What follows belongs to an exercise in optimizing a design on an open flow for small area, a short achievable clock period and few clock cycles; a production flow would make more cautious choices. In this exercise RTL edits were held to simulation tests only and were not proved equivalent to the original.

== build 27 ==
// complex_unit
module complex_unit (
    input  logic          cpu_clk_i,
    input  logic          rst_i,
    input  logic          flush_i,
    input  logic          cu_valid_i,
    input  logic [2:0]    cu_opcode_i,
    input  logic [31:0]   cu_operand1_i,
    input  logic [31:0]   cu_operand2_i,
    output logic          busy_o,
    output logic [31:0]   result_o,
    output logic          wb_valid_o
);
    localparam logic [2:0] S_IDLE = 3'd0, S_MUL = 3'd1, S_NORM = 3'd2,
                           S_DIV = 3'd3, S_DONE = 3'd4;
    logic [2:0]  r_state;
    logic [32:0] r_p;       
    logic [31:0] r_q;       
    logic [32:0] r_x;       
    logic [4:0]  r_cnt;     
    logic        r_div;     
    logic        r_hi;      
    logic        r_neg;     
    logic        r_rem;     
    function automatic logic [5:0] bitlen(input logic [31:0] v);
        bitlen = 6'd0;
        for (int i = 0; i < 32; i++)
            if (v[i]) bitlen = 6'(i + 1);
    endfunction
    function automatic logic [64:0] bk_add(input logic [63:0] a, input logic [63:0] b,
                                           input logic cin, input int w);
        logic [64:0] g, p, gg, pp;
        logic [64:0] r;
        g = '0; p = '0;
        g[0] = cin; p[0] = 1'b0;
        for (int i = 0; i < w; i++) begin
            g[i+1] = a[i] & b[i];
            p[i+1] = a[i] ^ b[i];
        end
        gg = g; pp = p;
        for (int d = 1; d <= 64; d = d * 2)
            for (int i = 2*d - 1; i <= w; i = i + 2*d) begin
                gg[i] = gg[i] | (pp[i] & gg[i-d]);
                pp[i] = pp[i] & pp[i-d];
            end
        for (int d = 32; d >= 1; d = d / 2)
            for (int i = 3*d - 1; i <= w; i = i + 2*d) begin
                gg[i] = gg[i] | (pp[i] & gg[i-d]);
                pp[i] = pp[i] & pp[i-d];
            end
        r = '0;
        for (int i = 0; i < w; i++) r[i] = p[i+1] ^ gg[i];
        r[w] = gg[w];
        bk_add = r;
    endfunction
    function automatic logic [1:0] bytelen(input logic [31:0] v, input logic s);
  ...
For scale: roughly 3,000 cells after synthesis, roughly 110 I/O pins, about 25,000 sq um of cells after synthesis.
==> flow/config.mk <==
export PLATFORM = sky130hd
export DESIGN_NAME = complex_unit
export DESIGN_NICKNAME = complex_unit
export VERILOG_FILES = /design/flow/design.v
export SDC_FILE = /design/flow/constraint.sdc
export NUM_CORES = 4
export LEC_CHECK = 0
export CAP_MARGIN = 20
export CORE_MARGIN = 2
export CORE_UTILIZATION = 40
export SETUP_SLACK_MARGIN = 3.25
export SLEW_MARGIN = 20
==> flow/constraint.sdc <==
create_clock -name core_clock -period 10.0 [get_ports {cpu_clk_i}]
set_input_delay 2.0000 -clock core_clock [delete_from_list [all_inputs] [get_ports {cpu_clk_i}]]
set_output_delay 2.0000 -clock core_clock [all_outputs]
set_load 0.01 [all_outputs]
run.sh (not shown) runs the stock make flow with config.mk's settings and CLKGATE_MAP_FILE= SYNTH_SCRIPT=/design/flow/synth_recipe.tcl, a recipe that flattens the netlist after the stock synthesis.
Build 27 completed every stage of the flow, and the final layout passed the timing, DRC and antenna checks.
Testbench counts of build 27, summed over its fixed seeds: cycles 12,772.
The following lists how build 46 was set up differently from build 27:
- swapping 3.25 for 3.5 in SETUP_SLACK_MARGIN
- swapping 40 for 50 in CORE_UTILIZATION
--- outcome ---
- Via count (build 46 vs. build 27) increases by a few percent
- Last weighted congestion value of the routability-driven placer: build 46 and build 27 compared, lower one is build 27
- As far as multiplexer area fraction after synthesis goes, build 27 and build 46 are indistinguishable; the numbers are identical.
### build 46 -> build 78
- a change of SETUP_SLACK_MARGIN from 3.5 to 3
- a change of CORE_UTILIZATION from 50 to 40
[summary]
Taking build 46 as the reference, in build 78 minimum clock period after layout went up; number of core rows went up; non-clock buffer count went down; total setup buffers inserted after CTS went down.
Going from build 46 to build 78, ratio of final minimum period to clock period up 3.8 points, xor and xnor fraction of the mapped netlist area essentially unchanged, layout net count lower, first-pass iteration count of the detailed router down 2.
Relative to build 78, the following input files were edited for build 13:
- changing SETUP_SLACK_MARGIN from 3 to 3.75
[summary]
On post-placement cell count, build 78 and build 13 are neck and neck. Diff build 78 -> build 13: wire length higher; cell area up 7.5%; final worst setup slack picked up an extra 0.40 ns. Build 13 closes out successfully: all stages finished, all timing, DRC and antenna checks passed. Build 13 — layout buffering overhead excluding clock cells 3.6 points higher, build 78 as reference. Final non-filler cell total is lower on build 78. On number of clock buffers in the layout, build 78 and build 13 are basically level. Cmp build 78 and build 13 / first-pass GRT wire length / higher: build 13.
Input-level comparison between build 24 and build 13:
- SETUP_SLACK_MARGIN: 3.75 -> 3.5
Results
Every run in the comparison, build 24 and build 13, completed the flow with a clean layout.
Build 24 against build 13: vias after detailed routing lower, post-layout minimum cycle time higher, half-perimeter wire length of the detailed placement result lower, delay contributed by the slowest stage of the critical path lower.

-- static timing again, ports no longer ideal --
Ports are ideal in the flow. The routed layouts listed here were re-timed in OpenROAD.
Step 1, drivers: a clkbuf_16 drives cpu_clk_i and a buf_2 each remaining input, both assumed.
Step 2 also shifts input and output timing later by t, the mid clock arrival at the registers, as if the neighbouring blocks saw the same clock.
Three values: no drivers, after step 1, after step 2; two values: the first two.
| run | shift t [ns] | setup WS [ns] | worst register clock-pin slew, ns |
|---|---|---|---|
| build 27 | 0.454 | 3.393 / 3.366 / 3.061 | 0.09 / 0.09 |
| build 46 | 0.444 | 3.565 / 3.551 / 3.161 | 0.10 / 0.10 |
| build 78 | 0.453 | 3.187 / 3.187 / 2.804 | 0.09 / 0.09 |
| build 13 | 0.435 | 3.584 / 3.584 / 3.285 | 0.10 / 0.10 |
| build 24 | 0.450 | 3.532 / 3.523 / 3.139 | 0.09 / 0.09 |
After both steps setup and hold are still met in every run listed. The setup slack of build 46, which loses most, moves by -0.014 ns with the drivers and by -0.404 ns with both steps.
